What follows belongs to an exercise in optimizing a design on an open flow for small area, a short achievable clock period and few clock cycles per item; a production flow would make more cautious choices.
At most, simulation tests tie the RTL to the original design; equivalence was not proved.
No activity file was given, so power comes from the tool's default toggle rates.

Setup of v3:
==> flow/design.v (excerpt) <==
module nonpreemptive_priority_scheduler_unit (
  input  logic              clk,
  input  logic              rst,
  input  logic              jobs_valid,
  output logic              jobs_ready,
  input  logic              jobs_op,
  input  logic [IdW-1:0]    jobs_job_id,
  input  logic [BurstW-1:0] jobs_burst_ms,
  input  logic [PrioW-1:0]  jobs_prio_level,
  output logic              results_valid,
  input  logic              results_ready,
  output logic [KindW-1:0]  results_kind,
  output logic [IdW-1:0]    results_out_id,
  output logic [BurstW-1:0] results_out_burst,
  output logic [PrioW-1:0]  results_out_prio,
  output logic [TimeW-1:0]  results_turnaround,
  output logic [TimeW-1:0]  results_waiting,
  output logic [SumW-1:0]   results_sum_turnaround,
  output logic [SumW-1:0]   results_sum_waiting,
  output logic [DoneW-1:0]  results_jobs_done,
  output logic              results_last
);
Size: about 4700 cells after synthesis, ~1200 flip-flops, about 180 I/O pins, roughly 0.052 mm2 of cells after synthesis.
Settings: LEC_CHECK=0, ABC_AREA=1, CAP_MARGIN=20, CORE_MARGIN=2, CORE_UTILIZATION=40, PLACE_DENSITY=0.6, SETUP_SLACK_MARGIN=2.3, SLEW_MARGIN=20; clock period 5.0 ns.
standard.sh (not shown) runs the stock make flow with config.mk's settings and CLKGATE_MAP_FILE= SYNTH_SCRIPT=/design/flow/synth_recipe.tcl, a recipe that flattens the netlist after the stock synthesis.
==> flow/flow/run.sh <==
#!/bin/bash
# The standard layout (standard.sh), with two changes passed to ORFS through its
# own variables: the port buffers use a plain buffer cell, and clock tree
# synthesis inserts no dummy loads. Everything else is the standard flow.
set -euo pipefail
export BUFFER_PORTS_ARGS="-buffer_cell sky130_fd_sc_hd__buf_4"
export CTS_ARGS="-sink_clustering_enable -repair_clock_nets -dont_use_dummy_load -buf_list sky130_fd_sc_hd__clkbuf_16 -sink_clustering_size 30 -sink_clustering_max_diameter 60"
bash standard.sh > standard_flow.log 2>&1
Testbench counts of v3, summed over its fixed seeds: cycles 14,488, items 8,000.
Inputs modified between v3 and v34:
# v3
export LEC_CHECK = 0
export ABC_AREA = 1
export CAP_MARGIN = 20
export CORE_MARGIN = 2
export CORE_UTILIZATION = 40
export PLACE_DENSITY = 0.6
export SETUP_SLACK_MARGIN = 2.3
export SLEW_MARGIN = 20
create_clock -name core_clock -period 5.0 [get_ports {clk}]
# v34
export LEC_CHECK = 0
export ABC_AREA = 1
export CAP_MARGIN = 20
export CORE_MARGIN = 2
export CORE_UTILIZATION = 40
export PLACE_DENSITY = 0.6
export SETUP_SLACK_MARGIN = 2.5
export SLEW_MARGIN = 20
create_clock -name core_clock -period 5.0 [get_ports {clk}]
--- outcome ---
v34 ended up with input port to flop as its category of the critical setup timing path; v3 ended up with flop to flop. Of the two values seen for worst-path cell with the longest stage delay, sky130_fd_sc_hd__clkinvlp_4 was produced by v34 and sky130_fd_sc_hd__dfxtp_1 by v3. The higher hold slack came out of v34. Comparing v3 and v34, post-CTS setup buffer count is lower on v3. v34 vs v3 on wire length: v34 is the higher one. v34 — worst setup slack before clock tree synthesis 290 ps higher, v3 as reference.
What v35 does differently from v34 at the input level:
# v34
export LEC_CHECK = 0
export ABC_AREA = 1
export CAP_MARGIN = 20
export CORE_MARGIN = 2
export CORE_UTILIZATION = 40
export PLACE_DENSITY = 0.6
export SETUP_SLACK_MARGIN = 2.5
export SLEW_MARGIN = 20
create_clock -name core_clock -period 5.0 [get_ports {clk}]
# v35
export LEC_CHECK = 0
export CAP_MARGIN = 20
export CORE_MARGIN = 2
export CORE_UTILIZATION = 40
export PLACE_DENSITY = 0.6
export SETUP_SLACK_MARGIN = 2.5
export SLEW_MARGIN = 20
create_clock -name core_clock -period 5.0 [get_ports {clk}]
==> run notes <==
The met3 global-route usage of v35 exceeds that of v34 by 1.9 points.
Combinational power share ended up 1.8 points higher on v35 than on v34.
Relative to v34, area added between synthesis and finish has increased by 9.1 points in v35.
Compared v35 vs v34, and layout buffer count excluding clock buffers is up in v35.
In the final reports, the cell area of v35 is larger than that of v34.
Inputs modified between v35 and v30:
# v35
export LEC_CHECK = 0
export CAP_MARGIN = 20
export CORE_MARGIN = 2
export CORE_UTILIZATION = 40
export PLACE_DENSITY = 0.6
export SETUP_SLACK_MARGIN = 2.5
export SLEW_MARGIN = 20
create_clock -name core_clock -period 5.0 [get_ports {clk}]
# v30
export LEC_CHECK = 0
export CAP_MARGIN = 20
export CORE_MARGIN = 2
export CORE_UTILIZATION = 40
export PLACE_DENSITY = 0.6
export SETUP_SLACK_MARGIN = 2.3
export SLEW_MARGIN = 20
create_clock -name core_clock -period 5.0 [get_ports {clk}]
--- outcome ---
What v35 reported for sum of met3 wire segment lengths after detailed routing has to be multiplied by 0.77 to get the figure for v30. Setup slack in v30 is larger than in v35. Total non-filler cell area in the finished layout was higher in the run labelled v35. Diff v35 -> v30: final standard cell utilization of the core down 3.0 points, combinational share of power down 2.1 points, synthesis-to-finish area growth down 7.5 points, total power draw down 3.4%, overall routing resource usage down 2.6 points. Going from v35 to v30, post-layout net count shrank by a few percent.

nonpreemptive_priority_scheduler_unit, a different RTL version from the one above (not shown whole).
Size: ~3,400 cells after synthesis, roughly 1,200 flip-flops, ~180 I/O pins, ~49,000 um2 of cells after synthesis.
==> flow/config.mk <==
export PLATFORM = sky130hd
export DESIGN_NAME = nonpreemptive_priority_scheduler_unit
export DESIGN_NICKNAME = nonpreemptive_priority_scheduler_unit
export VERILOG_FILES = /design/flow/design.v
export SDC_FILE = /design/flow/constraint.sdc
export NUM_CORES = 4
export LEC_CHECK = 0
export CAP_MARGIN = 20
export CORE_MARGIN = 2
export CORE_UTILIZATION = 50
export PLACE_DENSITY = 0.65
export SETUP_SLACK_MARGIN = 2.3
export SLEW_MARGIN = 20
==> flow/constraint.sdc <==
create_clock -name core_clock -period 5.0 [get_ports {clk}]
set_input_delay 1.0000 -clock core_clock [delete_from_list [all_inputs] [get_ports {clk}]]
set_output_delay 1.0000 -clock core_clock [all_outputs]
set_load 0.01 [all_outputs]
Scripts as last shown in full above: flow/flow/run.sh
Testbench counts at the start, summed over its fixed seeds: cycles 14,636, items 8,000.
Rerun with:
--- a/flow/config.mk
+++ b/flow/config.mk
@@ -6,8 +6,9 @@
 export NUM_CORES = 4
 export LEC_CHECK = 0
+export ABC_AREA = 1
 export CAP_MARGIN = 20
 export CORE_MARGIN = 2
-export CORE_UTILIZATION = 50
-export PLACE_DENSITY = 0.65
+export CORE_UTILIZATION = 40
+export PLACE_DENSITY = 0.6
 export SETUP_SLACK_MARGIN = 2.3
 export SLEW_MARGIN = 20
After rerunning: Routed wire length falls by 6.7%; global-route usage falls by 7.1 points; clock skew rises by 7.9 ps; sequential cell count stays the same.
Rerun with:
==> flow/run.sh (new file) <==
#!/bin/bash
# synth_recipe.tcl (not shown) runs the flow's synth.tcl, then flattens the netlist and writes it again
# the make line also repeats each setting of config.mk as NAME=value (left out here)
make -C /OpenROAD-flow-scripts/flow DESIGN_CONFIG=/design/flow/config.mk WORK_HOME=/design/flow/orfs CLKGATE_MAP_FILE= SYNTH_SCRIPT=/design/flow/synth_recipe.tcl finish
--- a/flow/config.mk
+++ b/flow/config.mk
@@ -6,8 +6,10 @@
 export NUM_CORES = 4
 export LEC_CHECK = 0
-export ABC_AREA = 1
 export CAP_MARGIN = 20
 export CORE_MARGIN = 2
 export CORE_UTILIZATION = 40
+export CTS_BUF_LIST = sky130_fd_sc_hd__clkbuf_16
+export CTS_CLUSTER_DIAMETER = 60
+export CTS_CLUSTER_SIZE = 30
 export PLACE_DENSITY = 0.6
 export SETUP_SLACK_MARGIN = 2.3
removed: flow/flow/run.sh
removed: flow/standard.sh
The new run finished with timing, DRC and antenna clean.
Hold slack gains 10 ps.
Global-route usage goes up by 2.4 points.
Clock skew goes down by 54 ps.
Critical path depth goes up by 6.
Combinational power goes up by roughly a tenth.
Via count barely changes.
Routed wire length goes up by roughly a tenth.
Rerun with:
==> flow/flow/run.sh (new file) <==
#!/bin/bash
# The standard layout (standard.sh), with two changes passed to ORFS through its
# own variables: the port buffers use a plain buffer cell, and clock tree
# synthesis inserts no dummy loads. Everything else is the standard flow.
set -euo pipefail
export BUFFER_PORTS_ARGS="-buffer_cell sky130_fd_sc_hd__buf_4"
export CTS_ARGS="-sink_clustering_enable -repair_clock_nets -dont_use_dummy_load -buf_list sky130_fd_sc_hd__clkbuf_16 -sink_clustering_size 30 -sink_clustering_max_diameter 60"
bash standard.sh > standard_flow.log 2>&1
==> flow/standard.sh (new file) <==
#!/bin/bash
# synth_recipe.tcl (not shown) runs the flow's synth.tcl, then flattens the netlist and writes it again
# the make line also repeats each setting of config.mk as NAME=value (left out here)
make -C /OpenROAD-flow-scripts/flow DESIGN_CONFIG=/design/flow/config.mk WORK_HOME=/design/flow/orfs CLKGATE_MAP_FILE= SYNTH_SCRIPT=/design/flow/synth_recipe.tcl "${@:-finish}"
--- a/flow/config.mk
+++ b/flow/config.mk
@@ -9,7 +9,4 @@
 export CORE_MARGIN = 2
 export CORE_UTILIZATION = 40
-export CTS_BUF_LIST = sky130_fd_sc_hd__clkbuf_16
-export CTS_CLUSTER_DIAMETER = 60
-export CTS_CLUSTER_SIZE = 30
 export PLACE_DENSITY = 0.6
 export SETUP_SLACK_MARGIN = 2.3
removed: flow/run.sh
What happened:
- The new run completed with no timing, DRC or antenna violations
- non-clock buffer count falls by 128
- die area is unchanged
- global-route usage goes down by 1.8 points
- via count goes down by 4.1%
- worst setup slack gains 160 ps
- sequential cell count does not change
- clock skew goes up by 59 ps
- final area falls by 6.9%

Another version of the RTL of nonpreemptive_priority_scheduler_unit (not shown whole).
Size in the first run: about 3400 cells after synthesis, about 180 I/O pins.
export LEC_CHECK = 0
export CAP_MARGIN = 20
export CORE_MARGIN = 2
export CORE_UTILIZATION = 55
export PLACE_DENSITY = 0.7
export SETUP_SLACK_MARGIN = 2.6
export SLEW_MARGIN = 20
create_clock -name core_clock -period 5.0 [get_ports {clk}]
==> flow/flow/run.sh <==
#!/bin/bash
# The standard layout (standard.sh), with two changes passed to ORFS through its
# own variables: the port buffers use a plain buffer cell, and clock tree
# synthesis inserts no dummy loads. Everything else is the standard flow.
set -euo pipefail
export BUFFER_PORTS_ARGS="-buffer_cell sky130_fd_sc_hd__buf_4"
export CTS_ARGS="-sink_clustering_enable -repair_clock_nets -dont_use_dummy_load -buf_list sky130_fd_sc_hd__clkbuf_16 -sink_clustering_size 30 -sink_clustering_max_diameter 70"
bash standard.sh > standard_flow.log 2>&1
The first run ran to the end with no violations.
Rerun with:
--- a/flow/config.mk
+++ b/flow/config.mk
@@ -9,4 +9,4 @@
 export CORE_MARGIN = 2
-export CORE_UTILIZATION = 55
-export PLACE_DENSITY = 0.7
+export CORE_UTILIZATION = 40
+export PLACE_DENSITY = 0.6
 export SETUP_SLACK_MARGIN = 2.6
What happened: Clock-buffer cell count goes up by 15; wire length goes down by 2.4%; hold slack hardly moves; via count goes down by 5.9%.
No run of this note included a check of the RTL's function; only the layout flow was run.

port drivers added, routing unchanged:
The flow's constraints put no driver on any port. The routed layouts listed below were extracted and timed again, unchanged, in two steps.
Step 1 sets driving cells, clkbuf_16 on the clock port and buf_2 on the other inputs (assumed; they add their load-dependent delay and slew).
Step 2 adds t to the input delays and takes it off the output delays; t is the mean of the earliest and latest rising clock arrival at the registers after step 1. Input paths then give back, and output paths get back, about the clock's delay inside the block.
Slacks: no drivers / after step 1 / after step 2; pairs: no drivers / after step 1.
run | shift t [ns] | setup slack, ns | latest minus earliest clock arrival (ns) | slew at the worst register clock pin (ns)
v3 | 0.746 | 2.373 / 2.373 / 1.687 | 0.083 / 0.083 | 0.10 / 0.10
v34 | 0.752 | 2.438 / 2.484 / 1.737 | 0.089 / 0.088 | 0.10 / 0.10
v35 | 0.750 | 2.001 / 2.001 / 1.753 | 0.128 / 0.127 | 0.10 / 0.10
v30 | 0.738 | 2.005 / 2.005 / 1.599 | 0.103 / 0.103 | 0.10 / 0.10
the first run of note 2 | 0.748 | 2.141 / 2.141 / 1.619 | 0.091 / 0.091 | 0.09 / 0.09
the second run of note 2 | 0.741 | 2.225 / 2.225 / 1.585 | 0.102 / 0.102 | 0.09 / 0.09
the third run of note 2 | 0.774 | 2.067 / 2.067 / 1.635 | 0.057 / 0.057 | 0.10 / 0.10
the fourth run of note 2 | 0.744 | 2.232 / 2.232 / 1.653 | 0.105 / 0.105 | 0.11 / 0.11
the first run of note 3 | 0.714 | 1.745 / 1.745 / 1.399 | 0.116 / 0.116 | 0.12 / 0.12
the second run of note 3 | 0.699 | 1.689 / 1.689 / 1.483 | 0.130 / 0.130 | 0.11 / 0.11
After both steps setup and hold are still met in every run listed. For v34, which loses most, drivers alone change the setup slack by +0.046 ns; drivers and shift together by -0.701 ns.
